What follows belongs to an exercise in optimizing a design on an open flow for small area; a production flow would make more cautious choices.
The RTL was checked by simulation tests, not by an equivalence proof against the original design.
The flow treats the clock pin as an ideal source, which a real chip does not have.
Power is estimated from default activity; no workload was simulated.

**flow/standard.sh**
```bash
#!/bin/bash
# synth_recipe.tcl (not shown) runs the flow's synth.tcl, then flattens the netlist and writes it again
# the make line also repeats each setting of config.mk as NAME=value (left out here)
make -C /OpenROAD-flow-scripts/flow DESIGN_CONFIG=/design/flow/config.mk WORK_HOME=/design/flow/orfs CLKGATE_MAP_FILE= SYNTH_SCRIPT=/design/flow/synth_recipe.tcl "${@:-finish}"
```
**flow/flow/abc_area_deep.script**
```
strash
&get -n
&deepsyn -T 30
&put
dch -f
amap -A 1000
topo
```
**flow/flow/run.sh**
```bash
#!/bin/bash
# Own layout flow: the standard ORFS flow, with
#  - synthesis: the standard script, but without the fa/ha adder-cell extraction and
#    with a deeper area-oriented ABC script (flow/abc_area_deep.script)
#  - port buffers of the smallest buffer cell
#  - a clock tree of small buffers and no dummy loads
# Each tool's output goes to a log file in this folder (make.log, def.log) and
# ORFS's own per-step logs under orfs/logs/.
set -euo pipefail
HERE=$(pwd)
FL=$HERE/flow

# synthesis script: the standard flow's, with abc given our script
{
  head -n 1 synth_recipe.tcl
  cat <<TCL
proc abc {args} {
  set i [lsearch -exact \$args -script]
  if { \$i >= 0 } { lset args [expr {\$i + 1}] $FL/abc_area_deep.script }
  yosys abc {*}\$args
}
TCL
  tail -n +2 synth_recipe.tcl
} > my_synth.tcl

# the make line of standard.sh, with our settings
MAKELINE=$(grep '^make ' standard.sh)
MAKELINE=${MAKELINE% \"\$\{@:-finish\}\"}
MAKELINE=$(echo "$MAKELINE" | sed "s#SYNTH_SCRIPT=[^ ]*#SYNTH_SCRIPT=$HERE/my_synth.tcl#")
CTS="-sink_clustering_enable -repair_clock_nets -dont_use_dummy_load -buf_list sky130_fd_sc_hd__clkbuf_4 -sink_clustering_size 30 -sink_clustering_max_diameter 100"
eval "$MAKELINE" ADDER_MAP_FILE= \
  "MIN_BUF_CELL_AND_PORTS=\"sky130_fd_sc_hd__buf_1 A X\"" \
  "BUFFER_PORTS_ARGS=\"-buffer_cell sky130_fd_sc_hd__buf_1\"" \
  "CTS_ARGS=\"$CTS\"" \
  finish > make.log 2>&1

# final DEF, as standard.sh writes it
ODB=$(grep -o '[^ ]*6_final.odb' standard.sh | head -1)
: # left out here: write the final layout as DEF
```
**flow/constraint.sdc**
```tcl
create_clock -name core_clock -period 20.0 [get_ports {clk}]
set_input_delay 4.0000 -clock core_clock [delete_from_list [all_inputs] [get_ports {clk}]]
set_output_delay 4.0000 -clock core_clock [all_outputs]
set_load 0.01 [all_outputs]
```
**flow/design.v**
```verilog
module entrySequencer (
  input  logic       clk,
  input  logic       resetn,
  input  logic       go,
  output logic       shift,
  output logic       loadOp,
  output logic       compute,
  output logic [4:0] led
);
  localparam logic [2:0] stLoad     = 3'd0;
  localparam logic [2:0] stLoadNext = 3'd1;
  localparam logic [2:0] stLoadWait = 3'd2;
  localparam logic [2:0] stOp       = 3'd4;
  localparam logic [2:0] stOpWait   = 3'd5;
  localparam logic [2:0] stCompute  = 3'd6;
  logic [2:0] state;
  logic [2:0] nextState;
  logic [4:0] ledCnt;
  logic       inLoad;
  logic       lastSlot;
  assign inLoad = (state == stLoad) || (state == stLoadNext);
  assign lastSlot = ledCnt[4] & ledCnt[0];
  always_comb begin
    nextState = state;
    case (state)
      stLoad, stLoadNext: nextState = go ? stLoadWait : stLoad;
      stLoadWait: if (!go) nextState = lastSlot ? stOp : stLoadNext;
      stOp:       if (go) nextState = stOpWait;
      stOpWait:   if (!go) nextState = stCompute;
      stCompute:  nextState = stLoadNext;
      default:    nextState = stLoad;
    endcase
  end
  always_ff @(posedge clk) begin
    if (!resetn) begin
      state <= stLoad;
      ledCnt <= '0;
    end else begin
      state <= nextState;
      if (state == stLoadNext) begin
        ledCnt <= lastSlot ? 5'd0 : ledCnt + 5'd1;
      end
    end
  end
  assign shift = inLoad & go;
  assign loadOp = (state == stOp);
  assign compute = (state == stCompute);
  assign led = ledCnt;
endmodule
module operandStore (
  input  logic        clk,
  input  logic [2:0]  dataIn,
  input  logic [1:0]  opIn,
  input  logic        shift,
  input  logic        loadOp,
  output logic [53:0] chain,
  output logic [1:0]  op
);
  always_ff @(posedge clk) begin
    if (shift) begin
      chain <= {chain[50:0], dataIn};
    end
  end
  always_ff @(posedge clk) begin
    if (loadOp) begin
      op <= opIn;
    end
  end
endmodule
module matrixAlu (
  input  logic        clk,
  input  logic        resetn,
  input  logic [53:0] chain,
  input  logic [1:0]  op,
  input  logic        compute,
  output logic [26:0] matA,
  output logic [26:0] matB,
  output logic [1:0]  opHeld,
  output logic        valid
);
  always_ff @(posedge clk) begin
    if (compute) begin
      for (int s = 0; s < 9; s++) begin
        matA[s*3 +: 3] <= chain[(17-s)*3 +: 3];
        matB[s*3 +: 3] <= chain[(8-s)*3 +: 3];
      end
      opHeld <= op;
    end
  end
  always_ff @(posedge clk) begin
    if (!resetn) begin
      valid <= 1'b0;
    end else if (compute) begin
      valid <= 1'b1;
    end
  end
endmodule
module resultDisplay (
  input  logic [26:0] matA,
  input  logic [26:0] matB,
  input  logic [1:0]  op,
  input  logic        valid,
  input  logic [1:0]  rowSel,
  output logic [6:0]  hex0,
  output logic [6:0]  hex1,
  output logic [6:0]  hex2,
  output logic [6:0]  hex3,
  output logic [6:0]  hex4,
  output logic [6:0]  hex5
);
  function automatic logic [6:0] segLo(input logic [3:0] n);
    case (n)
      4'h0: segLo = 7'h40;
      4'h1: segLo = 7'h79;
      4'h2: segLo = 7'h24;
      4'h3: segLo = 7'h30;
      4'h4: segLo = 7'h19;
      4'h5: segLo = 7'h12;
      4'h6: segLo = 7'h02;
      4'h7: segLo = 7'h78;
      4'h8: segLo = 7'h00;
      4'h9: segLo = 7'h18;
      4'hA: segLo = 7'h08;
      4'hB: segLo = 7'h03;
      4'hC: segLo = 7'h46;
      4'hD: segLo = 7'h21;
      4'hE: segLo = 7'h06;
      4'hF: segLo = 7'h0E;
    endcase
  endfunction
  function automatic logic [6:0] segHi(input logic [3:0] n);
    case (n)
      4'h0: segHi = 7'h40;
      4'h1: segHi = 7'h79;
      4'h2: segHi = 7'h24;
      4'h3: segHi = 7'h30;
      4'h4: segHi = 7'h19;
      4'h5: segHi = 7'h12;
      4'h6: segHi = 7'h02;
      4'h7: segHi = 7'h78;
      4'h8: segHi = 7'h00;
      4'h9: segHi = 7'h18;
      4'hA: segHi = 7'h24;
      4'hB: segHi = 7'h24;
      4'hC: segHi = 7'h19;
      4'hD: segHi = 7'h12;
      4'hE: segHi = 7'h06;
      4'hF: segHi = 7'h0E;
    endcase
  endfunction
  logic       isMul, isDot, isSub, addSub;
  logic       sel0, sel1, sel2;
  logic [2:0] aRow [3];
  logic [2:0] bRow [3];
  logic [2:0] a [3];
  logic [2:0] c [3][3];
  logic [7:0] v [3];
  assign isMul  = valid & (op == 2'd2);
  assign isDot  = valid & (op == 2'd3);
  assign isSub  = valid & (op == 2'd1);
  assign addSub = valid & ~op[1];
  assign sel1 = valid & ~isDot & (rowSel == 2'd1);
  assign sel2 = valid & ~isDot & (rowSel == 2'd2);
  assign sel0 = valid & ~sel1 & ~sel2;
  always_comb begin
    for (int j = 0; j < 3; j++) begin
      aRow[j] = ({3{sel0}} & matA[(0+j)*3 +: 3]) |
                ({3{sel1}} & matA[(3+j)*3 +: 3]) |
                ({3{sel2}} & matA[(6+j)*3 +: 3]);
      bRow[j] = ({3{sel0}} & matB[(0+j)*3 +: 3]) |
                ({3{sel1}} & matB[(3+j)*3 +: 3]) |
                ({3{sel2}} & matB[(6+j)*3 +: 3]);
      a[j] = {aRow[j][2:1] & {2{~addSub}}, aRow[j][0] | addSub};
    end
    for (int j = 0; j < 3; j++) begin
      c[j][0] = ({3{isMul}} & matB[(0*3+j)*3 +: 3]) | ({3{isDot}} & matB[0*3 +: 3]) |
                ({3{addSub}} & aRow[j]);
      c[j][1] = ({3{isMul}} & matB[(1*3+j)*3 +: 3]) | ({3{isDot}} & matB[1*3 +: 3]) |
                ({3{addSub}} & (bRow[j] ^ {3{isSub}}));
      c[j][2] = ({3{isMul}} & matB[(2*3+j)*3 +: 3]) | ({3{isDot}} & matB[2*3 +: 3]) |
                {2'b00, isSub};
    end
  end
  logic s0_1, k0_2, s0_3, k0_4, s0_5, k0_6, s0_7, k0_8, s0_9, k0_10, s0_11, k0_12, s0_13, k0_14, s0_15, k0_16, s0_17, k0_18, s0_19, k0_20, s0_21, k0_22, s0_23, k0_24, s0_25, k0_26, s0_27, k0_28, s0_29, k0_30, s0_31, k0_32, s0_33, k0_34, s0_35, k0_36, s0_37, k0_38, s0_39, k0_40, s0_41, k0_42, s0_43, k0_44, s0_45, k0_46;
  assign s0_1 = (a[0][0] & c[0][0][0]) ^ (a[1][0] & c[0][1][0]) ^ (a[2][0] & c[0][2][0]);
  assign k0_2 = ((a[0][0] & c[0][0][0]) & (a[1][0] & c[0][1][0])) | ((a[2][0] & c[0][2][0]) & ((a[0][0] & c[0][0][0]) ^ (a[1][0] & c[0][1][0])));
  assign s0_3 = (a[0][0] & c[0][0][1]) ^ (a[0][1] & c[0][0][0]) ^ (a[1][0] & c[0][1][1]);
  assign k0_4 = ((a[0][0] & c[0][0][1]) & (a[0][1] & c[0][0][0])) | ((a[1][0] & c[0][1][1]) & ((a[0][0] & c[0][0][1]) ^ (a[0][1] & c[0][0][0])));
  assign s0_5 = (a[1][1] & c[0][1][0]) ^ (a[2][0] & c[0][2][1]) ^ (a[2][1] & c[0][2][0]);
  assign k0_6 = ((a[1][1] & c[0][1][0]) & (a[2][0] & c[0][2][1])) | ((a[2][1] & c[0][2][0]) & ((a[1][1] & c[0][1][0]) ^ (a[2][0] & c[0][2][1])));
  assign s0_7 = k0_2 ^ s0_3 ^ s0_5;
  assign k0_8 = (k0_2 & s0_3) | (s0_5 & (k0_2 ^ s0_3));
  assign s0_9 = (a[0][0] & c[0][0][2]) ^ (a[0][1] & c[0][0][1]) ^ (a[0][2] & c[0][0][0]);
  assign k0_10 = ((a[0][0] & c[0][0][2]) & (a[0][1] & c[0][0][1])) | ((a[0][2] & c[0][0][0]) & ((a[0][0] & c[0][0][2]) ^ (a[0][1] & c[0][0][1])));
  assign s0_11 = (a[1][0] & c[0][1][2]) ^ (a[1][1] & c[0][1][1]) ^ (a[1][2] & c[0][1][0]);
  assign k0_12 = ((a[1][0] & c[0][1][2]) & (a[1][1] & c[0][1][1])) | ((a[1][2] & c[0][1][0]) & ((a[1][0] & c[0][1][2]) ^ (a[1][1] & c[0][1][1])));
  assign s0_13 = (a[2][0] & c[0][2][2]) ^ (a[2][1] & c[0][2][1]) ^ (a[2][2] & c[0][2][0]);
  assign k0_14 = ((a[2][0] & c[0][2][2]) & (a[2][1] & c[0][2][1])) | ((a[2][2] & c[0][2][0]) & ((a[2][0] & c[0][2][2]) ^ (a[2][1] & c[0][2][1])));
  assign s0_15 = k0_4 ^ k0_6 ^ k0_8;
  assign k0_16 = (k0_4 & k0_6) | (k0_8 & (k0_4 ^ k0_6));
  assign s0_17 = s0_9 ^ s0_11 ^ s0_13;
  assign k0_18 = (s0_9 & s0_11) | (s0_13 & (s0_9 ^ s0_11));
  assign s0_19 = s0_15 ^ s0_17;
  assign k0_20 = s0_15 & s0_17;
  assign s0_21 = (a[0][1] & c[0][0][2]) ^ (a[0][2] & c[0][0][1]) ^ (a[1][1] & c[0][1][2]);
  assign k0_22 = ((a[0][1] & c[0][0][2]) & (a[0][2] & c[0][0][1])) | ((a[1][1] & c[0][1][2]) & ((a[0][1] & c[0][0][2]) ^ (a[0][2] & c[0][0][1])));
  assign s0_23 = (a[1][2] & c[0][1][1]) ^ (a[2][1] & c[0][2][2]) ^ (a[2][2] & c[0][2][1]);
  assign k0_24 = ((a[1][2] & c[0][1][1]) & (a[2][1] & c[0][2][2])) | ((a[2][2] & c[0][2][1]) & ((a[1][2] & c[0][1][1]) ^ (a[2][1] & c[0][2][2])));
  assign s0_25 = k0_10 ^ k0_12 ^ k0_14;
  assign k0_26 = (k0_10 & k0_12) | (k0_14 & (k0_10 ^ k0_12));
  assign s0_27 = k0_16 ^ k0_18 ^ k0_20;
  assign k0_28 = (k0_16 & k0_18) | (k0_20 & (k0_16 ^ k0_18));
  assign s0_29 = s0_21 ^ s0_23 ^ s0_25;
  assign k0_30 = (s0_21 & s0_23) | (s0_25 & (s0_21 ^ s0_23));
  assign s0_31 = s0_27 ^ s0_29;
  assign k0_32 = s0_27 & s0_29;
  assign s0_33 = (a[0][2] & c[0][0][2]) ^ (a[1][2] & c[0][1][2]) ^ (a[2][2] & c[0][2][2]);
  assign k0_34 = ((a[0][2] & c[0][0][2]) & (a[1][2] & c[0][1][2])) | ((a[2][2] & c[0][2][2]) & ((a[0][2] & c[0][0][2]) ^ (a[1][2] & c[0][1][2])));
  assign s0_35 = k0_22 ^ k0_24 ^ k0_26;
  assign k0_36 = (k0_22 & k0_24) | (k0_26 & (k0_22 ^ k0_24));
  assign s0_37 = k0_28 ^ k0_30 ^ k0_32;
  assign k0_38 = (k0_28 & k0_30) | (k0_32 & (k0_28 ^ k0_30));
  assign s0_39 = s0_33 ^ s0_35 ^ s0_37;
  assign k0_40 = (s0_33 & s0_35) | (s0_37 & (s0_33 ^ s0_35));
  assign s0_41 = k0_34 ^ k0_36 ^ k0_38;
  assign k0_42 = (k0_34 & k0_36) | (k0_38 & (k0_34 ^ k0_36));
  assign s0_43 = k0_40 ^ s0_41;
  assign k0_44 = k0_40 & s0_41;
  assign s0_45 = k0_42 ^ k0_44;
  assign k0_46 = k0_42 & k0_44;
  logic [7:0] t0;
  assign t0 = {k0_46, s0_45, s0_43, s0_39, s0_31, s0_19, s0_7, s0_1};
  assign v[0] = {t0[7:4] | {4{isSub & ~t0[3]}}, t0[3] ^ isSub, t0[2:0]};
  logic s1_1, k1_2, s1_3, k1_4, s1_5, k1_6, s1_7, k1_8, s1_9, k1_10, s1_11, k1_12, s1_13, k1_14, s1_15, k1_16, s1_17, k1_18, s1_19, k1_20, s1_21, k1_22, s1_23, k1_24, s1_25, k1_26, s1_27, k1_28, s1_29, k1_30, s1_31, k1_32, s1_33, k1_34, s1_35, k1_36, s1_37, k1_38, s1_39, k1_40, s1_41, k1_42, s1_43, k1_44, s1_45, k1_46;
  assign s1_1 = (a[0][0] & c[1][0][0]) ^ (a[1][0] & c[1][1][0]) ^ (a[2][0] & c[1][2][0]);
  assign k1_2 = ((a[0][0] & c[1][0][0]) & (a[1][0] & c[1][1][0])) | ((a[2][0] & c[1][2][0]) & ((a[0][0] & c[1][0][0]) ^ (a[1][0] & c[1][1][0])));
  assign s1_3 = (a[0][0] & c[1][0][1]) ^ (a[0][1] & c[1][0][0]) ^ (a[1][0] & c[1][1][1]);
  assign k1_4 = ((a[0][0] & c[1][0][1]) & (a[0][1] & c[1][0][0])) | ((a[1][0] & c[1][1][1]) & ((a[0][0] & c[1][0][1]) ^ (a[0][1] & c[1][0][0])));
  assign s1_5 = (a[1][1] & c[1][1][0]) ^ (a[2][0] & c[1][2][1]) ^ (a[2][1] & c[1][2][0]);
  assign k1_6 = ((a[1][1] & c[1][1][0]) & (a[2][0] & c[1][2][1])) | ((a[2][1] & c[1][2][0]) & ((a[1][1] & c[1][1][0]) ^ (a[2][0] & c[1][2][1])));
  assign s1_7 = k1_2 ^ s1_3 ^ s1_5;
  assign k1_8 = (k1_2 & s1_3) | (s1_5 & (k1_2 ^ s1_3));
  assign s1_9 = (a[0][0] & c[1][0][2]) ^ (a[0][1] & c[1][0][1]) ^ (a[0][2] & c[1][0][0]);
  assign k1_10 = ((a[0][0] & c[1][0][2]) & (a[0][1] & c[1][0][1])) | ((a[0][2] & c[1][0][0]) & ((a[0][0] & c[1][0][2]) ^ (a[0][1] & c[1][0][1])));
  assign s1_11 = (a[1][0] & c[1][1][2]) ^ (a[1][1] & c[1][1][1]) ^ (a[1][2] & c[1][1][0]);
  assign k1_12 = ((a[1][0] & c[1][1][2]) & (a[1][1] & c[1][1][1])) | ((a[1][2] & c[1][1][0]) & ((a[1][0] & c[1][1][2]) ^ (a[1][1] & c[1][1][1])));
  assign s1_13 = (a[2][0] & c[1][2][2]) ^ (a[2][1] & c[1][2][1]) ^ (a[2][2] & c[1][2][0]);
  assign k1_14 = ((a[2][0] & c[1][2][2]) & (a[2][1] & c[1][2][1])) | ((a[2][2] & c[1][2][0]) & ((a[2][0] & c[1][2][2]) ^ (a[2][1] & c[1][2][1])));
  assign s1_15 = k1_4 ^ k1_6 ^ k1_8;
  assign k1_16 = (k1_4 & k1_6) | (k1_8 & (k1_4 ^ k1_6));
  assign s1_17 = s1_9 ^ s1_11 ^ s1_13;
  assign k1_18 = (s1_9 & s1_11) | (s1_13 & (s1_9 ^ s1_11));
  assign s1_19 = s1_15 ^ s1_17;
  assign k1_20 = s1_15 & s1_17;
  assign s1_21 = (a[0][1] & c[1][0][2]) ^ (a[0][2] & c[1][0][1]) ^ (a[1][1] & c[1][1][2]);
  assign k1_22 = ((a[0][1] & c[1][0][2]) & (a[0][2] & c[1][0][1])) | ((a[1][1] & c[1][1][2]) & ((a[0][1] & c[1][0][2]) ^ (a[0][2] & c[1][0][1])));
  assign s1_23 = (a[1][2] & c[1][1][1]) ^ (a[2][1] & c[1][2][2]) ^ (a[2][2] & c[1][2][1]);
  assign k1_24 = ((a[1][2] & c[1][1][1]) & (a[2][1] & c[1][2][2])) | ((a[2][2] & c[1][2][1]) & ((a[1][2] & c[1][1][1]) ^ (a[2][1] & c[1][2][2])));
  assign s1_25 = k1_10 ^ k1_12 ^ k1_14;
  assign k1_26 = (k1_10 & k1_12) | (k1_14 & (k1_10 ^ k1_12));
  assign s1_27 = k1_16 ^ k1_18 ^ k1_20;
  assign k1_28 = (k1_16 & k1_18) | (k1_20 & (k1_16 ^ k1_18));
  assign s1_29 = s1_21 ^ s1_23 ^ s1_25;
  assign k1_30 = (s1_21 & s1_23) | (s1_25 & (s1_21 ^ s1_23));
  assign s1_31 = s1_27 ^ s1_29;
  assign k1_32 = s1_27 & s1_29;
  assign s1_33 = (a[0][2] & c[1][0][2]) ^ (a[1][2] & c[1][1][2]) ^ (a[2][2] & c[1][2][2]);
  assign k1_34 = ((a[0][2] & c[1][0][2]) & (a[1][2] & c[1][1][2])) | ((a[2][2] & c[1][2][2]) & ((a[0][2] & c[1][0][2]) ^ (a[1][2] & c[1][1][2])));
  assign s1_35 = k1_22 ^ k1_24 ^ k1_26;
  assign k1_36 = (k1_22 & k1_24) | (k1_26 & (k1_22 ^ k1_24));
  assign s1_37 = k1_28 ^ k1_30 ^ k1_32;
  assign k1_38 = (k1_28 & k1_30) | (k1_32 & (k1_28 ^ k1_30));
  assign s1_39 = s1_33 ^ s1_35 ^ s1_37;
  assign k1_40 = (s1_33 & s1_35) | (s1_37 & (s1_33 ^ s1_35));
  assign s1_41 = k1_34 ^ k1_36 ^ k1_38;
  assign k1_42 = (k1_34 & k1_36) | (k1_38 & (k1_34 ^ k1_36));
  assign s1_43 = k1_40 ^ s1_41;
  assign k1_44 = k1_40 & s1_41;
  assign s1_45 = k1_42 ^ k1_44;
  assign k1_46 = k1_42 & k1_44;
  logic [7:0] t1;
  assign t1 = {k1_46, s1_45, s1_43, s1_39, s1_31, s1_19, s1_7, s1_1};
  assign v[1] = {t1[7:4] | {4{isSub & ~t1[3]}}, t1[3] ^ isSub, t1[2:0]};
  logic s2_1, k2_2, s2_3, k2_4, s2_5, k2_6, s2_7, k2_8, s2_9, k2_10, s2_11, k2_12, s2_13, k2_14, s2_15, k2_16, s2_17, k2_18, s2_19, k2_20, s2_21, k2_22, s2_23, k2_24, s2_25, k2_26, s2_27, k2_28, s2_29, k2_30, s2_31, k2_32, s2_33, k2_34, s2_35, k2_36, s2_37, k2_38, s2_39, k2_40, s2_41, k2_42, s2_43, k2_44, s2_45, k2_46;
  assign s2_1 = (a[0][0] & c[2][0][0]) ^ (a[1][0] & c[2][1][0]) ^ (a[2][0] & c[2][2][0]);
  assign k2_2 = ((a[0][0] & c[2][0][0]) & (a[1][0] & c[2][1][0])) | ((a[2][0] & c[2][2][0]) & ((a[0][0] & c[2][0][0]) ^ (a[1][0] & c[2][1][0])));
  assign s2_3 = (a[0][0] & c[2][0][1]) ^ (a[0][1] & c[2][0][0]) ^ (a[1][0] & c[2][1][1]);
  assign k2_4 = ((a[0][0] & c[2][0][1]) & (a[0][1] & c[2][0][0])) | ((a[1][0] & c[2][1][1]) & ((a[0][0] & c[2][0][1]) ^ (a[0][1] & c[2][0][0])));
  assign s2_5 = (a[1][1] & c[2][1][0]) ^ (a[2][0] & c[2][2][1]) ^ (a[2][1] & c[2][2][0]);
  assign k2_6 = ((a[1][1] & c[2][1][0]) & (a[2][0] & c[2][2][1])) | ((a[2][1] & c[2][2][0]) & ((a[1][1] & c[2][1][0]) ^ (a[2][0] & c[2][2][1])));
  assign s2_7 = k2_2 ^ s2_3 ^ s2_5;
  assign k2_8 = (k2_2 & s2_3) | (s2_5 & (k2_2 ^ s2_3));
  assign s2_9 = (a[0][0] & c[2][0][2]) ^ (a[0][1] & c[2][0][1]) ^ (a[0][2] & c[2][0][0]);
  assign k2_10 = ((a[0][0] & c[2][0][2]) & (a[0][1] & c[2][0][1])) | ((a[0][2] & c[2][0][0]) & ((a[0][0] & c[2][0][2]) ^ (a[0][1] & c[2][0][1])));
  assign s2_11 = (a[1][0] & c[2][1][2]) ^ (a[1][1] & c[2][1][1]) ^ (a[1][2] & c[2][1][0]);
  assign k2_12 = ((a[1][0] & c[2][1][2]) & (a[1][1] & c[2][1][1])) | ((a[1][2] & c[2][1][0]) & ((a[1][0] & c[2][1][2]) ^ (a[1][1] & c[2][1][1])));
  assign s2_13 = (a[2][0] & c[2][2][2]) ^ (a[2][1] & c[2][2][1]) ^ (a[2][2] & c[2][2][0]);
  assign k2_14 = ((a[2][0] & c[2][2][2]) & (a[2][1] & c[2][2][1])) | ((a[2][2] & c[2][2][0]) & ((a[2][0] & c[2][2][2]) ^ (a[2][1] & c[2][2][1])));
  assign s2_15 = k2_4 ^ k2_6 ^ k2_8;
  assign k2_16 = (k2_4 & k2_6) | (k2_8 & (k2_4 ^ k2_6));
  assign s2_17 = s2_9 ^ s2_11 ^ s2_13;
  assign k2_18 = (s2_9 & s2_11) | (s2_13 & (s2_9 ^ s2_11));
  assign s2_19 = s2_15 ^ s2_17;
  assign k2_20 = s2_15 & s2_17;
  assign s2_21 = (a[0][1] & c[2][0][2]) ^ (a[0][2] & c[2][0][1]) ^ (a[1][1] & c[2][1][2]);
  assign k2_22 = ((a[0][1] & c[2][0][2]) & (a[0][2] & c[2][0][1])) | ((a[1][1] & c[2][1][2]) & ((a[0][1] & c[2][0][2]) ^ (a[0][2] & c[2][0][1])));
  assign s2_23 = (a[1][2] & c[2][1][1]) ^ (a[2][1] & c[2][2][2]) ^ (a[2][2] & c[2][2][1]);
  assign k2_24 = ((a[1][2] & c[2][1][1]) & (a[2][1] & c[2][2][2])) | ((a[2][2] & c[2][2][1]) & ((a[1][2] & c[2][1][1]) ^ (a[2][1] & c[2][2][2])));
  assign s2_25 = k2_10 ^ k2_12 ^ k2_14;
  assign k2_26 = (k2_10 & k2_12) | (k2_14 & (k2_10 ^ k2_12));
  assign s2_27 = k2_16 ^ k2_18 ^ k2_20;
  assign k2_28 = (k2_16 & k2_18) | (k2_20 & (k2_16 ^ k2_18));
  assign s2_29 = s2_21 ^ s2_23 ^ s2_25;
  assign k2_30 = (s2_21 & s2_23) | (s2_25 & (s2_21 ^ s2_23));
  assign s2_31 = s2_27 ^ s2_29;
  assign k2_32 = s2_27 & s2_29;
  assign s2_33 = (a[0][2] & c[2][0][2]) ^ (a[1][2] & c[2][1][2]) ^ (a[2][2] & c[2][2][2]);
  assign k2_34 = ((a[0][2] & c[2][0][2]) & (a[1][2] & c[2][1][2])) | ((a[2][2] & c[2][2][2]) & ((a[0][2] & c[2][0][2]) ^ (a[1][2] & c[2][1][2])));
  assign s2_35 = k2_22 ^ k2_24 ^ k2_26;
  assign k2_36 = (k2_22 & k2_24) | (k2_26 & (k2_22 ^ k2_24));
  assign s2_37 = k2_28 ^ k2_30 ^ k2_32;
  assign k2_38 = (k2_28 & k2_30) | (k2_32 & (k2_28 ^ k2_30));
  assign s2_39 = s2_33 ^ s2_35 ^ s2_37;
  assign k2_40 = (s2_33 & s2_35) | (s2_37 & (s2_33 ^ s2_35));
  assign s2_41 = k2_34 ^ k2_36 ^ k2_38;
  assign k2_42 = (k2_34 & k2_36) | (k2_38 & (k2_34 ^ k2_36));
  assign s2_43 = k2_40 ^ s2_41;
  assign k2_44 = k2_40 & s2_41;
  assign s2_45 = k2_42 ^ k2_44;
  assign k2_46 = k2_42 & k2_44;
  logic [7:0] t2;
  assign t2 = {k2_46, s2_45, s2_43, s2_39, s2_31, s2_19, s2_7, s2_1};
  assign v[2] = {t2[7:4] | {4{isSub & ~t2[3]}}, t2[3] ^ isSub, t2[2:0]};
  assign hex5 = segHi(v[0][7:4]);
  assign hex4 = segLo(v[0][3:0]);
  assign hex3 = segHi(v[1][7:4]);
  assign hex2 = segLo(v[1][3:0]);
  assign hex1 = segHi(v[2][7:4]);
  assign hex0 = segLo(v[2][3:0]);
endmodule
module matrixCalcTop (
  input  logic       clk,
  input  logic       resetn,
  input  logic       go,
  input  logic [2:0] dataIn,
  input  logic [1:0] opIn,
  input  logic [1:0] rowSel,
  output logic [9:0] led,
  output logic [6:0] hex0,
  output logic [6:0] hex1,
  output logic [6:0] hex2,
  output logic [6:0] hex3,
  output logic [6:0] hex4,
  output logic [6:0] hex5
);
  logic        shift;
  logic        loadOp;
  logic        compute;
  logic [4:0]  slotLed;
  logic [53:0] chain;
  logic [1:0]  op;
  logic [26:0] matA;
  logic [26:0] matB;
  logic [1:0]  opHeld;
  logic        valid;
  entrySequencer sequencer (
    .clk     (clk),
    .resetn  (resetn),
    .go      (go),
    .shift   (shift),
    .loadOp  (loadOp),
    .compute (compute),
    .led     (slotLed)
  );
  operandStore store (
    .clk    (clk),
    .dataIn (dataIn),
    .opIn   (opIn),
    .shift  (shift),
    .loadOp (loadOp),
    .chain  (chain),
    .op     (op)
  );
  matrixAlu alu (
    .clk     (clk),
    .resetn  (resetn),
    .chain   (chain),
    .op      (op),
    .compute (compute),
    .matA    (matA),
    .matB    (matB),
    .opHeld  (opHeld),
    .valid   (valid)
  );
  resultDisplay display (
    .matA   (matA),
    .matB   (matB),
    .op     (opHeld),
    .valid  (valid),
    .rowSel (rowSel),
    .hex0   (hex0),
    .hex1   (hex1),
    .hex2   (hex2),
    .hex3   (hex3),
    .hex4   (hex4),
    .hex5   (hex5)
  );
  assign led = {5'd0, slotLed};
endmodule
```
**flow/config.mk**
```make
export PLATFORM = sky130hd
export DESIGN_NAME = matrixCalcTop
export DESIGN_NICKNAME = matrixCalcTop
export VERILOG_FILES = /design/flow/design.v
export SDC_FILE = /design/flow/constraint.sdc
export NUM_CORES = 4
export LEC_CHECK = 0
export CAP_MARGIN = 20
export CORE_MARGIN = 2
export CORE_UTILIZATION = 40
export SLEW_MARGIN = 20
```
==> impl_results.md, run 1 <==
- Cell area after synthesis: 6820 um^2
- Mean Syn Cell Area: 8.75 um^2
- DRC: 0
- Hpwl dp: 11.6 mm
- Crit-path max FO: 19
- Worst slew pin tran: 0.960 ns
- DR WL/cell: 14.5 um
- Combinational Power Share: 1.6%
- Worst Reg-to-Reg Cells: 3
- Nets: 869
- Power per Cell Area: 53.7 nW/um^2
- Height of the chip: 135 um
- Vias: 5790
- Post-cts hold buffer count: 0
- Pre-antenna DRT Iters: 7
- Seq cells post-synth: 121
- Period utilization: 70.2%
- Psw: 0.0780 mW
- Area grow syn2layout: 10.0%
- Core footprint: 16600 um^2
- Sequential cell fraction of total power: 71.5%
- Worst-path clk slew: 0.10 ns
- Antenna violations before repair: 0
- P_int: 0.325 mW
- Antenna cells: 0
- Clock Sinks: 121
- Final setup viols: 0
- Routed WL: 15.6 mm
- Rows: 47
- P_leak: 2.34 nW
- Skew-Pair Late Insertion Delay: 0.50 ns
- Clock share of power: 26.9%
- Synth warn: 9
- Netlist cell types: 34
- Slew Limit Fails: 0
- CTS max path bufs: 2
- Skew final: 0.0372 ns
- Mapped Cells: 779
- Port buffer count: 56
- Worst IR Drop VDD: 47.3 uV
- Placer congestion estimate: 0.914
- Setup repair bufs after CTS: 0
- Vias per inst: 5.38
- Top-level I/O count: 62
- Max-cap violation count: 0
- GRT Overall Usage: 17.7%
- Worst Setup End Kind: output pin
- Vias in the first global route: 5087
- Max H-tree Level: 4
- TritonCTS clock tree: done
- Most common cell after layout, fill and taps aside: nor2_1
- Critical path type: input port to output pin
- Core Util, Final: 45.1%
- Post-CTS Resized: 0
- Worst path max stage delay: 0.82 ns
- Global-route wire length before repair: 25.4 mm
- Initial DRC count: 458
- Worst path slowest cell: a222oi_1
- Die W: 135 um
- TNS Setup: 0 ns
- DIE AREA: 18100 um^2
- Slew headroom: 36.0%
- DP Area: 7370 um^2
- Most frequent cells in the layout: nor2_1 (177), edfxtp_1 (112), o21ai_0 (96), a21oi_1 (80), nand2_1 (76)
- Final Hold Viols: 0
- Layout cells sized above 1: 3.27%
- Status: no timing/DRC/antenna violations
- Post-layout instance area: 7500 um^2
- Num CTS Buffers: 17
- Congestion Overflow GR: 0
- WP data required: 16.00 ns
- RSZ-0062 raised after global routing: false
- Starting density of the core: 41.0%
- Startpoint types: input port
- Hold Path Class: register to register
- Fmax: 0.0712 GHz
- Largest net degree at the start of global routing: 58
- Period minus WS final: 14.04 ns
- CTS root buffer: clkbuf_4
- CP arrival: 10.04 ns
- Sw Ratio: 19.4%
- Seq/Total Area, Yosys: 52.0%
- Antenna Nets Post-Route: 0
- Min-Delay Path Depth: 0
==> power groups by stage <==
stage | sequential, mW | clock, mW | combinational, mW
floorplan | 0.293 | 0 | 0.00417
global placement | 0.294 | 0 | 0.00659
detailed placement | 0.294 | 0 | 0.00666
CTS | 0.288 | 0.113 | 0.00667
global route | 0.289 | 0.123 | 0.00740
finish | 0.288 | 0.108 | 0.00648
==> synth_stat cells (all sizes together) <==
library cell	instances	share of area, %
nor2	178	9.8
edfxtp	112	49
o21ai	96	7.0
a21oi	80	5.9
nand2	76	4.2
clkinv	51	2.8
o22ai	28	2.6
a222oi	18	2.6
or2	18	1.7
a22oi	17	1.9
or3	15	1.4
dfxtp	9	2.6
nor3	9	0.66
a21o	8	0.88
and2	8	0.73
nor2b	6	0.55
buf	5	0.28
o32ai	5	0.64
a221oi	4	0.51
nor3b	4	0.44
o21bai	4	0.44
o221ai	4	0.51
o22a	4	0.51
a31oi	3	0.28
nand3	3	0.22
o21a	3	0.33
a31o	2	0.26
a32oi	2	0.26
o211ai	2	0.22
a211oi	1	0.11
conb	1	0.055
nand4	1	0.092
nor4	1	0.092
o31ai	1	0.11
==> sequential cells by signal, indices dropped and copies added (netlist names) <==
register,count
store.chain,54
alu.matA,27
alu.matB,27
sequencer.ledCnt,5
sequencer.state,3
alu.opHeld,2
store.op,2
alu.valid,1
==> worst max-delay path, delay by kind of cell <==
family,cells,cell delay (ns)
buffers and inverters,5,0.91
AOI/OAI and AO/OA,15,3.28
and+or+nand+nor,12,1.85
==> cell families after synthesis <==
group           Yosys count  share of synthesized area, %
flops                   121                          52.0
buf+inv                  56                          3.08
other cells               1                        0.0550
compound gates          282                          25.1
simple gates            319                          19.8
==> routing by layer <==
layer | vias up | wire length [um] | track usage [%] | part of all wire (%)
met5 | - | 0 | 0 | 0
met4 | 0 | 261 | 5.44 | 1.7
met3 | 23 | 987 | 3.94 | 6.3
met2 | 200 | 6720 | 26.2 | 43
met1 | 2516 | 7630 | 25.9 | 49
li1 | 3051 | - | - | -
==> through the flow <==
step	power [mW]	worst slack, ns	std cells	hold WS (ns)
3_5_place_dp	0.301	6.06	1060	0.408
5_1_grt	0.419	5.14	1077	0.436
2_1_floorplan	0.297	6.17	783	0.400
3_3_place_gp	0.300	6.11	1060	0.402
6_report	0.403	5.96	1077	0.412
4_1_cts	0.408	6.01	1077	0.420
==> final timing paths <==
| kind | slack, ns | startpoint | end |
|---|---|---|---|
| worst max-delay path | 5.96 | rowSel[1] | hex4[1] |
| worst min-delay path | 0.41 | store.chain[15] | alu.matB[9] |
| worst max register to register | 18.26 | sequencer.state[1] | alu.matB[22] |
| worst min register to register | 0.41 | store.chain[15] | alu.matB[9] |
==> final cells by class <==
| type | count | area [um^2] |
|---|---|---|
| inverter | 51 | 191 |
| clock buffer | 17 | 128 |
| tap | 220 | 275 |
| timing repair buffer | 62 | 255 |
| multi-input combinational | 606 | 3110 |
| fill | 1638 | 9140 |
| sequential | 121 | 3540 |
==> run 2: changes to the inputs <==
--- a/flow/flow/run.sh
+++ b/flow/flow/run.sh
@@ -3,7 +3,8 @@
 #  - synthesis: the standard script, but without the fa/ha adder-cell extraction and
 #    with a deeper area-oriented ABC script (flow/abc_area_deep.script)
 #  - port buffers of the smallest buffer cell
-#  - a clock tree of small buffers and no dummy loads
+#  - a clock tree built by hand before CTS (flow/clock_tree.tcl): two levels of
+#    small buffers over balanced groups of registers; CTS then adds nothing
 # Each tool's output goes to a log file in this folder (make.log, def.log) and
 # ORFS's own per-step logs under orfs/logs/.
 set -euo pipefail
@@ -28,7 +29,10 @@
 MAKELINE=${MAKELINE% \"\$\{@:-finish\}\"}
 MAKELINE=$(echo "$MAKELINE" | sed "s#SYNTH_SCRIPT=[^ ]*#SYNTH_SCRIPT=$HERE/my_synth.tcl#")
 CTS="-sink_clustering_enable -repair_clock_nets -dont_use_dummy_load -buf_list sky130_fd_sc_hd__clkbuf_4 -sink_clustering_size 30 -sink_clustering_max_diameter 100"
-eval "$MAKELINE" ADDER_MAP_FILE= \
+export PRE_CTS_TCL=$FL/clock_tree.tcl
+EXTRA=""
+if [[ -f $FL/extra_vars.txt ]]; then EXTRA=$(grep -v '^#' $FL/extra_vars.txt | tr '\n' ' '); fi
+eval "$MAKELINE" ADDER_MAP_FILE= $EXTRA \
   "MIN_BUF_CELL_AND_PORTS=\"sky130_fd_sc_hd__buf_1 A X\"" \
   "BUFFER_PORTS_ARGS=\"-buffer_cell sky130_fd_sc_hd__buf_1\"" \
   "CTS_ARGS=\"$CTS\"" \
==> flow/flow/abc_area_deep.script (replaced) <==
strash
&get -n
&deepsyn -T 30
&put
dch -f
amap -m -F 4 -A 10 -C 2000
topo
==> flow/flow/clock_tree.tcl (new file) <==
# Clock tree built by hand: the register clock pins are split by recursive bisection
# into groups of at most MAXS sinks; each group gets a leaf buffer at its centroid,
# and one root buffer drives the leaves. All paths have the same two buffer levels.
proc mt_split { pts nleaf } {
  if { $nleaf <= 1 } { return [list $pts] }
  set xs [lmap q $pts { lindex $q 1 }]
  set ys [lmap q $pts { lindex $q 2 }]
  set dx [expr { [tcl::mathfunc::max {*}$xs] - [tcl::mathfunc::min {*}$xs] }]
  set dy [expr { [tcl::mathfunc::max {*}$ys] - [tcl::mathfunc::min {*}$ys] }]
  set idx [expr { $dx >= $dy ? 1 : 2 }]
  set sorted [lsort -integer -index $idx $pts]
  set n1 [expr { $nleaf / 2 }]
  set n2 [expr { $nleaf - $n1 }]
  set cut [expr { int(round([llength $pts] * double($n1) / $nleaf)) }]
  return [concat [mt_split [lrange $sorted 0 [expr {$cut - 1}]] $n1] \
                 [mt_split [lrange $sorted $cut end] $n2]]
}
proc manual_clock_tree { clkname maxs leafcell rootcell } {
  set pins [get_pins -of_objects [get_nets $clkname] -filter "direction==input"]
  set pts {}
  foreach p $pins {
    set bb [[sta::sta_to_db_inst [$p instance]] getBBox]
    lappend pts [list $p [expr {([$bb xMin] + [$bb xMax]) / 2}] [expr {([$bb yMin] + [$bb yMax]) / 2}]]
  }
  set nleaf [expr { int(ceil([llength $pts] / double($maxs))) }]
  set i 0
  foreach g [mt_split $pts $nleaf] {
    set sx 0; set sy 0
    foreach q $g { incr sx [lindex $q 1]; incr sy [lindex $q 2] }
    set m [llength $g]
    set loc [list [ord::dbu_to_microns [expr {$sx / $m}]] [ord::dbu_to_microns [expr {$sy / $m}]]]
    insert_buffer -buffer_cell $leafcell -net $clkname -load_pins [lmap q $g { lindex $q 0 }] \
      -buffer_name clkleaf_$i -net_name clkleaf_net_$i -location $loc
    puts "clock leaf $i: $m sinks at $loc"
    incr i
  }
  insert_buffer -buffer_cell $rootcell -net $clkname -buffer_name clkroot -net_name clkroot_net
}

# 121 registers: groups of at most 11 keep every clock pin's slew near 115 ps
manual_clock_tree clk 11 sky130_fd_sc_hd__clkbuf_4 sky130_fd_sc_hd__clkbuf_4
==> run 2 against run 1 <==
Against the previous run: still clean on timing, DRC and antenna; power decreased by 3.8%; critical path depth decreased by 3; final area decreased by 0.50%; setup slack improved by 0.018 ns; combinational power increased by 1%; area after synthesis unchanged; register-to-register slack about the same; die area unchanged; sequential cell count unchanged; routed wire length about the same; critical endpoint is now hex4[0].
==> impl_results.md, run 2 <==
- Top reg by flops: store.chain
- Max FFs per register: 54
- Pre-antenna DRT Iters: 7
- Die W: 135 um
- Regs by FF count: store.chain x54, alu.matA x27, alu.matB x27
- DIE AREA: 18100 um^2
- Most common cell after layout, fill and taps aside: nor2_1
- Power Total: 0.388 mW
- Most frequent cell after synthesis: nor2_1
- Initial DRC count: 496
- Max-cap violation count: 0
- Asr flop ratio synth: 0%
- CP arrival: 10.03 ns
- Antenna Nets Post-Route: 0
- Congestion Overflow GR: 0
- Mapped Cells: 776
- Yosys top cell by area: edfxtp_1
- Slew headroom: 44.1%
- Critical path's top delay family: compound AO/OA/AOI/OAI gates
- Worst IR Drop VDD: 75.5 uV
- Worst path slowest cell: or2_0
- RSZ-0062 raised after global routing: false
- Worst slew pin tran: 0.834 ns
- Synth top cells by count: nor2_1 (186), edfxtp_1 (112), nand2_1 (90)
- Vias in the first global route: 4970
- Met1 Usage GRT: 25.4%
- GRT Overall Usage: 16.5%
- Placer congestion estimate: 0.944
- DR WL/cell: 14.6 um
- Mean Syn Cell Area: 8.78 um^2
- GR peak layer: met2
- Rows: 47
- Hold slack: 0.428 ns
- Period minus WS final: 14.03 ns
- Layout cells sized above 1: 2.71%
- Cell area after synthesis: 6820 um^2
- Antenna violations before repair: 0
- Largest net degree at the start of global routing: 58
- Global-route wire length before repair: 24.6 mm
- Power per Cell Area: 51.9 nW/um^2
- Period utilization: 70.1%
- Port buffer count: 56
- Met3 usage: 1.13%
- Worst Setup End Kind: output pin
- Synth Flop Type: edfxtp_1
- Startpoint types: input port
- Setup repair bufs after CTS: 0
- DRC: 0
- Final setup viols: 0
- Netlist cell types: 34
- Post-cts hold buffer count: 0
- Final std cells w/o fill: 1069
- Starting density of the core: 41.0%
- Antenna cells: 0
- Vias per inst: 5.39
- P_leak: 2.41 nW
- Fillers: 1606
- Post-CTS Resized: 0
- Core footprint: 16600 um^2
- GRT met2 Usage: 25.7%
- Final worst slack: 5.97 ns
- Height of the chip: 135 um
- Area contributors post-synth: edfxtp_1 (49%), nor2_1 (10%), o21ai_0 (6.5%)
- Worst-path clk slew: 0.10 ns
- Cells after DPL: 1057
- Slew Limit Fails: 0
- Fmax: 0.0713 GHz
- Top-level I/O count: 62
- Crit-path max FO: 19
- Status: no timing/DRC/antenna violations
- Critical path type: input port to output pin
- Worst path max stage delay: 0.59 ns
- WP data required: 16.00 ns
- Seq cells post-synth: 121
- Most frequent CP cell: o21ai_0
- Final Hold Viols: 0
- Routed WL: 15.6 mm
- Setup WS pre-CTS: 6.04 ns
- WP buf/inv: 4
- Skew-Pair Late Insertion Delay: 0.47 ns
- Hold Path Class: register to register
- Area grow syn2layout: 9.45%
- Seq/Total Area, Yosys: 52.0%
- Post-synth EDFFs: 112
- Most frequent cells in the layout: nor2_1 (185), edfxtp_1 (112), nand2_1 (90), o21ai_0 (88), buf_1 (56)
- Nets: 861
- TNS Setup: 0 ns
- Synth warn: 9
- Vias: 5763
- Skew final: 0.0152 ns
- Hpwl dp: 11.5 mm
- Post-synth top area share: 49.3%
[run 2: cell count changes after synthesis, moves of 4 or more]
cell and change:
nand2_1 +14, nor2b_1 -5, o21ai_0 -8, a21o_1 +12, a31oi_1 +4, and2_0 -7
a21oi_1 -25, or3_1 -12, or2_0 -6, nor2_1 +8, nand3_1 +7, o22ai_1 +12
[run 2: cell type report, without the clock buffers]
| class | count | area (um^2) | area share, % |
|---|---|---|---|
| Tap cell | 220 | 275 | 3.69 |
| Sequential cell | 121 | 3540 | 47.5 |
| Timing Repair Buffer | 62 | 255 | 3.42 |
| Inverter | 48 | 180 | 2.41 |
| Multi-Input combinational cell | 606 | 3120 | 41.8 |
[run 2: report_power, final]
part / switching (mW) / internal (mW)
clock network: 0.0652 / 0.0277
registers: 0.00355 / 0.285
logic: 0.00510 / 0.00145
total: 0.0739 / 0.314
[run 2: cell families (layout without fill, tap and decap cells)]
family | count (synthesis) | after routing | synth area share (%)
AO/OA/AOI/OAI | 280 | 280 | 25.8
buffers and inverters | 53 | 122 | 2.92
flip-flops | 121 | 121 | 52.0
multiplexers | 3 | 3 | 0.496
other | 1 | 5 | 0.0550
AND/OR/NAND/NOR | 318 | 318 | 18.8
[run 2: path summary, 6_finish.rpt]
path,from,end,slack [ns],depth (start not counted)
setup / recovery,rowSel[1],hex4[0],5.97,29
hold / removal,store.op[1],alu.opHeld[1],0.43,0
setup reg to reg,sequencer.state[1],alu.matA[16],18.26,3
hold reg to reg,store.op[1],alu.opHeld[1],0.43,0
[run 2: per-layer routing]
metal  wire, um  part of all wire [%]  vias up
li1           -                     -     3042
met1       7680                    49     2510
met2       6670                    43      187
met3        934                   6.0       24
met4        296                   1.9        0
met5          0                     0        -
[run 2: stage by stage]
stage / instance area (um^2) / utilization, %
floorplan: 6830 / -
global placement: 7370 / 44.3
detailed placement: 7370 / 44.3
CTS: 7460 / 44.8
global route: 7460 / 44.8
finish: 7460 / 44.8
==> run 3: changes to the inputs <==
--- a/flow/flow/run.sh
+++ b/flow/flow/run.sh
@@ -11,14 +11,31 @@
 HERE=$(pwd)
 FL=$HERE/flow
 
-# synthesis script: the standard flow's, with abc given our script
+SEEDS="0 1 2 3 4 5"
+# synthesis script: the standard flow's, with abc given our script. ABC's deep synthesis is
+# randomised; it is run with several seeds and the smallest mapping is kept.
 {
   head -n 1 synth_recipe.tcl
   cat <<TCL
 proc abc {args} {
   set i [lsearch -exact \$args -script]
-  if { \$i >= 0 } { lset args [expr {\$i + 1}] $FL/abc_area_deep.script }
-  yosys abc {*}\$args
+  if { \$i < 0 } { yosys abc {*}\$args; return }
+  set f [open $FL/abc_area_deep.script]; set text [read \$f]; close \$f
+  set lib [lindex \$::env(LIB_FILES) 0]
+  design -save before_abc
+  set best ""
+  foreach seed {$SEEDS} {
+    design -load before_abc
+    set script $HERE/abc_seed\$seed.script
+    set f [open \$script w]; puts -nonewline \$f [string map [list SEED \$seed] \$text]; close \$f
+    lset args [expr {\$i + 1}] \$script
+    yosys abc {*}\$args
+    regexp {Chip area for module [^:]*: ([0-9.]+)} [tee -q -s result.string stat -liberty \$lib] -> area
+    puts "abc seed \$seed: area \$area"
+    if { \$best eq "" || \$area < \$best } { set best \$area; design -save best_abc }
+  }
+  design -load best_abc
+  puts "abc: kept area \$best"
 }
 TCL
   tail -n +2 synth_recipe.tcl
==> flow/flow/abc_area_deep.script (replaced) <==
strash
&get -n
&deepsyn -T 30 -S SEED
&put
dch -f
amap -m -F 4 -A 10 -C 2000
topo
==> run 3 against run 2 <==
Against the previous run: clock skew down 0.0033 ns; sequential power about the same; setup slack better by 0.052 ns; largest power group unchanged; critical path type unchanged.
==> impl_results.md, run 3 <==
- Status: no timing/DRC/antenna violations
- Routed WL: 15.4 mm
- Post-CTS Resized: 0
- DR WL/cell: 14.5 um
- Yosys top cell by area: edfxtp_1
- Most frequent cells in the layout: nor2_1 (197), edfxtp_1 (112), o21ai_0 (81), nand2_1 (75), a21oi_1 (58)
- Height of the chip: 134 um
- Top reg by flops: store.chain
- Post-synth EDFFs: 112
- Layout cells sized above 1: 2.97%
- Synth Flop Type: edfxtp_1
- Pre-antenna DRT Iters: 8
- Placer congestion estimate: 0.871
- P_leak: 2.41 nW
- Seq/Total Area, Yosys: 52.3%
- Rows: 47
- Netlist cell types: 36
- Worst path slowest cell: nor2b_1
- Global-route wire length before repair: 24.7 mm
- Post-synthesis mux area share: 0%
- Clock share of power: 23.8%
- Vias per inst: 5.52
- Critical path type: input port to output pin
- Seq cells post-synth: 121
- Worst Setup End Kind: output pin
- GRT Overall Usage: 16.5%
- Skew-Pair Late Insertion Delay: 0.46 ns
- TNS Setup: 0 ns
- Startpoint types: input port
- Final setup viols: 0
- Hold path start: store.chain[53]
- Combinational Power Share: 2.0%
- DRC: 0
- Most common cell after layout, fill and taps aside: nor2_1
- Worst-path clk slew: 0.10 ns
- Post-Synth Simple-Gate Area: 19.0%
- Synth Area in XOR/XNOR: 0%
- Antenna cells: 0
- Port buffer count: 56
- Post-cts hold buffer count: 0
- Top-level I/O count: 62
- Skew final: 0.0119 ns
- Period minus WS final: 13.97 ns
- R2R Path Start: sequencer.state[2]
- Worst path max stage delay: 0.61 ns
- Worst slew pin tran: 0.887 ns
- Setup repair bufs after CTS: 0
- Post-synthesis compound-gate area fraction: 25.9%
- Vias: 5871
- Slew Limit Fails: 0
- Initial DRC count: 535
- Post-Synth Adder-Cell Area: 0%
- WHS Endpoint: alu.matA[2]
- Post-synth top area share: 49.6%
- Asr flop ratio synth: 0%
- Nets: 855
- Area grow syn2layout: 9.79%
- Synth top cells by count: nor2_1 (198), edfxtp_1 (112), o21ai_0 (81)
- Max-cap violation count: 0
- Sw Ratio: 19.2%
- Largest family of logic cells by synthesized area: compound AO/OA/AOI/OAI gates
- Antenna violations before repair: 0
- Most frequent cell after synthesis: nor2_1
- Crit-path max FO: 19
- Area contributors post-synth: edfxtp_1 (50%), nor2_1 (11%), o21ai_0 (6.0%)
- Min-Delay Path Depth: 0
- RSZ-0062 raised after global routing: false
- Antenna Nets Post-Route: 0
- WP data required: 16.00 ns
- Die W: 134 um
- Vias in the first global route: 5057
- Power Total: 0.389 mW
- CP arrival: 9.97 ns
- Congestion Overflow GR: 0
- Fmax: 0.0716 GHz
- P_int: 0.314 mW
- Mean Syn Cell Area: 8.83 um^2
- Regs by FF count: store.chain x54, alu.matA x27, alu.matB x27
- Largest net degree at the start of global routing: 55
- R2r endpoint: alu.matA[0]
- Starting density of the core: 40.8%
- Mapped Cells: 767
- Synth warn: 9
- DIE AREA: 18000 um^2
- Power per Cell Area: 52.3 nW/um^2
- Max FFs per register: 54
- Fillers: 1626
- Cell area after synthesis: 6770 um^2
- Most frequent CP cell: nor2_1
- Slew headroom: 40.1%
- Hpwl dp: 11.7 mm
- Sequential cell fraction of total power: 74.2%
- Final Hold Viols: 0
- Worst Reg-to-Reg Cells: 3
- Hold Path Class: register to register
- Reg-to-reg slack, setup: 17.78 ns
- Core footprint: 16600 um^2
- Period utilization: 69.9%
- Psw: 0.0746 mW
- Worst IR Drop VDD: 77.3 uV
## run 3: final cells by class, without the clock buffers
cell class / count / area [um^2] / share of cell area (%)
repair buffers: 65 / 278 / 3.73
inverters: 45 / 169 / 2.27
flip-flops and latches: 121 / 3540 / 47.6
well taps: 220 / 275 / 3.70
multi-input cells: 600 / 3080 / 41.4
## run 3: cell families (layout without fill, tap and decap cells)
group / count (synthesis) / count (layout)
flip-flops: 121 / 121
buffers and inverters: 50 / 122
AND/OR/NAND/NOR: 318 / 318
other: 1 / 5
AO/OA/AOI/OAI: 277 / 277
## run 3: worst max path at each step
| stage | startpoint | to | slack (ns) | cells past startpoint |
|---|---|---|---|---|
| 2_1_floorplan | rowSel[0] | hex5[1] | 5.44 | 21 |
| 3_3_place_gp | rowSel[0] | hex4[1] | 6.10 | 32 |
| 3_5_place_dp | rowSel[0] | hex4[1] | 6.01 | 32 |
| 4_1_cts | rowSel[0] | hex4[1] | 5.99 | 32 |
| 5_1_grt | rowSel[0] | hex5[1] | 5.28 | 28 |
| 6_report | rowSel[0] | hex4[1] | 6.03 | 32 |
## run 3: per-stage QoR
step	worst slack [ns]	hold WS (ns)	area, um^2	utilization (%)	cells
floorplan	5.44	0.400	6790	-	771
global placement	6.10	0.401	7350	44.3	1051
detailed placement	6.01	0.405	7350	44.3	1051
CTS	5.99	0.405	7440	44.8	1063
global route	5.28	0.439	7440	44.8	1063
finish	6.03	0.430	7440	44.8	1063
## run 3: power groups by stage
stage / clock network, mW / logic (mW) / registers, mW
after floorplan: 0 / 0.00478 / 0.294
after global placement: 0 / 0.00799 / 0.294
after detailed placement: 0 / 0.00804 / 0.294
after CTS: 0.0687 / 0.00807 / 0.295
after global routing: 0.108 / 0.00906 / 0.290
final: 0.0925 / 0.00790 / 0.289
## run 3: routing by layer
layer  global-route usage [%]  vias to the layer above  share of wire (%)
met2                     27.0                      181                 45
met5                        0                        -                  0
met3                     1.63                       21                5.9
li1                         -                     3035                  -
met4                     2.75                        0                1.6
met1                     24.4                     2634                 48
## run 3: critical path, delay by kind of cell
kind / cells / cell delay [ns]
buffers and inverters: 5 / 0.97
AOI/OAI and AO/OA: 15 / 3.04
and+or+nand+nor: 12 / 1.96
==> run 4: changes to the inputs <==
--- a/flow/design.v
+++ b/flow/design.v
@@ -2,19 +2,20 @@
   input  logic       clk,
   input  logic       resetn,
   input  logic       go,
+  input  logic [1:0] opIn,
   output logic       shift,
-  output logic       loadOp,
   output logic       compute,
+  output logic [1:0] op,
   output logic [4:0] led
 );
-  localparam logic [2:0] stLoad     = 3'd0;
-  localparam logic [2:0] stLoadNext = 3'd1;
-  localparam logic [2:0] stLoadWait = 3'd2;
-  localparam logic [2:0] stOp       = 3'd4;
-  localparam logic [2:0] stOpWait   = 3'd5;
-  localparam logic [2:0] stCompute  = 3'd6;
-  logic [2:0] state;
-  logic [2:0] nextState;
+  localparam logic [3:0] stLoad     = 4'b0000;
+  localparam logic [3:0] stLoadNext = 4'b0001;
+  localparam logic [3:0] stLoadWait = 4'b0010;
+  localparam logic [3:0] stOp       = 4'b0011;
+  localparam logic [1:0] stOpWait   = 2'b10;
+  localparam logic [1:0] stCompute  = 2'b11;
+  logic [3:0] state;
+  logic [3:0] nextState;
   logic [4:0] ledCnt;
   logic       inLoad;
   logic       lastSlot;
@@ -22,13 +23,16 @@
   assign lastSlot = ledCnt[4] & ledCnt[0];
   always_comb begin
     nextState = state;
-    case (state)
-      stLoad, stLoadNext: nextState = go ? stLoadWait : stLoad;
-      stLoadWait: if (!go) nextState = lastSlot ? stOp : stLoadNext;
-      stOp:       if (go) nextState = stOpWait;
-      stOpWait:   if (!go) nextState = stCompute;
-      stCompute:  nextState = stLoadNext;
-      default:    nextState = stLoad;
+    case (state[3:2])
+      2'b00: begin
+        case (state[1:0])
+          2'b00, 2'b01: nextState = go ? stLoadWait : stLoad;
+          2'b10: if (!go) nextState = lastSlot ? stOp : stLoadNext;
+          default: if (go) nextState = {stOpWait, opIn};
+        endcase
+      end
+      stOpWait: if (!go) nextState = {stCompute, state[1:0]};
+      default: nextState = stLoadNext;
     endcase
   end
   always_ff @(posedge clk) begin
@@ -43,29 +47,21 @@
     end
   end
   assign shift = inLoad & go;
-  assign loadOp = (state == stOp);
-  assign compute = (state == stCompute);
+  assign compute = (state[3:2] == stCompute);
+  assign op = state[1:0];
   assign led = ledCnt;
 endmodule
 module operandStore (
   input  logic        clk,
   input  logic [2:0]  dataIn,
-  input  logic [1:0]  opIn,
   input  logic        shift,
-  input  logic        loadOp,
-  output logic [53:0] chain,
-  output logic [1:0]  op
+  output logic [53:0] chain
 );
   always_ff @(posedge clk) begin
     if (shift) begin
       chain <= {chain[50:0], dataIn};
     end
   end
-  always_ff @(posedge clk) begin
-    if (loadOp) begin
-      op <= opIn;
-    end
-  end
 endmodule
 module matrixAlu (
   input  logic        clk,
@@ -354,7 +350,6 @@
   output logic [6:0] hex5
 );
   logic        shift;
-  logic        loadOp;
   logic        compute;
   logic [4:0]  slotLed;
   logic [53:0] chain;
@@ -367,19 +362,17 @@
     .clk     (clk),
     .resetn  (resetn),
     .go      (go),
+    .opIn    (opIn),
     .shift   (shift),
-    .loadOp  (loadOp),
     .compute (compute),
+    .op      (op),
     .led     (slotLed)
   );
   operandStore store (
     .clk    (clk),
     .dataIn (dataIn),
-    .opIn   (opIn),
     .shift  (shift),
-    .loadOp (loadOp),
-    .chain  (chain),
-    .op     (op)
+    .chain  (chain)
   );
   matrixAlu alu (
     .clk     (clk),
==> run 4 against run 3 <==
Against the previous run: still clean; setup slack lost 0.36 ns; sequential share of layout area down 0.51 points; sequential power is essentially flat; utilization barely moved; largest power group unchanged.
==> impl_results.md, run 4 <==
- Power per Cell Area: 52.2 nW/um^2
- Most frequent CP cell: nor2_1
- Worst-path clk slew: 0.11 ns
- Worst Setup End Kind: output pin
- P_leak: 2.39 nW
- Top-level I/O count: 62
- RSZ-0062 raised after global routing: false
- Nets: 875
- Hpwl dp: 11.6 mm
- Most frequent cells in the layout: nor2_1 (214), edfxtp_1 (110), nand2_1 (80), a21oi_1 (72), o21ai_0 (71)
- Most common cell after layout, fill and taps aside: nor2_1
- Rows: 47
- Vias: 5735
- Port buffer count: 56
- Initial DRC count: 485
- Core Util, Final: 44.8%
- Skew-Pair Late Insertion Delay: 0.47 ns
- Post-synth EDFFs: 110
- Area grow syn2layout: 9.92%
- Post-CTS Resized: 0
- Status: no timing/DRC/antenna violations
- Slew Limit Fails: 0
- Yosys top cell by area: edfxtp_1
- Mapped Cells: 787
- Fmax: 0.0697 GHz
- Layout cells sized above 1: 3.01%
- GRT Overall Usage: 16.7%
- Final Hold Viols: 0
- Vias per inst: 5.30
- Reg-to-reg slack, setup: 18.31 ns
- Starting density of the core: 40.8%
- Setup WS pre-CTS: 5.44 ns
- CP arrival: 10.34 ns
- Crit-path max FO: 19
- Antenna violations before repair: 0
- Routed WL: 15.3 mm
- Seq/Total Area, Yosys: 51.8%
- Height of the chip: 134 um
- Worst path slowest cell: a222oi_1
- Final std cells w/o fill: 1083
- Post-synth top area share: 48.8%
- Synth warn: 9
- Synth Flop Type: edfxtp_1
- DIE AREA: 18000 um^2
- Asr flop ratio synth: 0%
- Core footprint: 16600 um^2
- Skew final: 0.0127 ns
- Max FFs per register: 54
- Period utilization: 71.7%
- Most frequent cell after synthesis: nor2_1
- Die W: 134 um
- Worst path max stage delay: 0.76 ns
- Worst IR Drop VDD: 75.0 uV
- Period minus WS final: 14.34 ns
- Setup repair bufs after CTS: 0
- Seq cells post-synth: 120
- Final worst slack: 5.66 ns
- Mean Syn Cell Area: 8.59 um^2
- Final setup viols: 0
- DRC: 0
- Cell area after synthesis: 6760 um^2
- Sequential cell area: 3500 um^2
- TNS Setup: 0 ns
- Hold Path Class: register to register
- Power Total: 0.388 mW
- Pre-antenna DRT Iters: 5
- Antenna Nets Post-Route: 0
- Vias in the first global route: 5047
- Max-cap violation count: 0
- Cells after DPL: 1070
- Area of the multi-input gates: 3090 um^2
- Placer congestion estimate: 0.856
- Global-route wire length before repair: 25.1 mm
- Critical path type: input port to output pin
- Top reg by flops: store.chain
- Synth top cells by count: nor2_1 (216), edfxtp_1 (110), nand2_1 (80)
- Regs by FF count: store.chain x54, alu.matA x27, alu.matB x27
- DR WL/cell: 14.1 um
- Netlist cell types: 34
- Slew headroom: 38.8%
- WP data required: 16.00 ns
- Worst slew pin tran: 0.915 ns
- Antenna cells: 0
- Congestion Overflow GR: 0
- Largest net degree at the start of global routing: 58
- Post-cts hold buffer count: 0
- Area contributors post-synth: edfxtp_1 (49%), nor2_1 (12%), a21oi_1 (5.3%)
- Fillers: 1633
- Startpoint types: input port
-- run 4: changes by cell type after synthesis, moves of 4 or more --
cell | previous run | this run
a221oi_1 | 6 | 0
clkinv_1 | 45 | 53
o21a_1 | 6 | 2
a222oi_1 | 20 | 16
a21oi_1 | 58 | 72
nand2_1 | 75 | 80
o22ai_1 | 47 | 42
a22oi_1 | 14 | 19
o32ai_1 | 7 | 3
nor2_1 | 198 | 216
o21ai_0 | 81 | 71
o22a_1 | 3 | 10
-- run 4: worst max-delay path: cells and delay by family --
family                 cells  cell delay, ns
AO/OA/AOI/OAI             13            2.78
AND/OR/NAND/NOR           16            2.60
buffers and inverters      6            0.95
-- run 4: logic make-up after synthesis --
kind of cell	synth area share (%)
and+or+nand+nor	19.8
DFF	51.8
AOI/OAI and AO/OA	25.1
other	0.0555
buffers and inverters	3.22
-- run 4: path summary, 6_finish.rpt --
| path | from | to | depth (start not counted) |
|---|---|---|---|
| setup / recovery | rowSel[1] | hex3[2] | 35 |
| hold / removal | store.chain[52] | alu.matA[1] | 0 |
| setup reg to reg | sequencer.state[3] | store.chain[20] | 4 |
| hold reg to reg | store.chain[52] | alu.matA[1] | 0 |
-- run 4: routing by layer --
layer / vias up / part of all wire (%) / GRT usage (%)
met2: 144 / 44 / 26.6
li1: 3065 / - / -
met3: 14 / 4.5 / 0.983
met4: 0 / 1.1 / 1.64
met5: - / 0 / 0
met1: 2512 / 50 / 26.3
-- run 4: layout make-up, without the clock buffers --
cell class | instances | share of cell area, %
Sequential cell | 120 | 47.1
Inverter | 53 | 2.68
Timing Repair Buffer | 65 | 3.74
Tap cell | 220 | 3.70
Multi-Input combinational cell | 613 | 41.5
-- run 4: power by group --
part           total [mW]  internal [mW]  switching (mW)
sequential          0.287          0.283         0.00363
clock              0.0947         0.0277          0.0669
combinational     0.00605        0.00117         0.00488
total               0.388          0.312          0.0755
-- run 4: stage by stage --
step	hold slack, ns	cell area, um^2
detailed placement	0.405	7340
finish	0.429	7430
global placement	0.401	7340
CTS	0.405	7430
floorplan	0.400	6780
global route	0.445	7430

static timing again, ports no longer ideal:
The results above use ideal ports. As a check the final layouts listed here were re-extracted and re-timed, cells and wires unchanged.
Step 1, drivers: a clkbuf_16 drives clk and a buf_2 each remaining input, both assumed.
Step 2 also shifts input and output timing later by t, the mid clock arrival at the registers, as if the neighbouring blocks saw the same clock.
Three values: no drivers, after step 1, after step 2; two values: the first two.
run | shift t [ns] | setup WS [ns] | hold slack, ns | worst register clock-pin slew, ns | cell pins on the clock port's net
run 1 | 0.512 | 5.956 / 5.934 / 5.934 | 0.412 / 0.412 / 0.412 | 0.10 / 0.10 | 1
run 2 | 0.473 | 5.974 / 5.941 / 5.941 | 0.428 / 0.428 / 0.428 | 0.11 / 0.11 | 1
run 3 | 0.465 | 6.026 / 6.005 / 6.005 | 0.430 / 0.430 / 0.430 | 0.11 / 0.11 | 1
run 4 | 0.476 | 5.662 / 5.638 / 5.638 | 0.429 / 0.429 / 0.429 | 0.11 / 0.11 | 1
After both steps setup and hold are still met in every run listed. The setup slack of run 2, which loses most, moves by -0.033 ns with the drivers and by -0.033 ns with both steps.
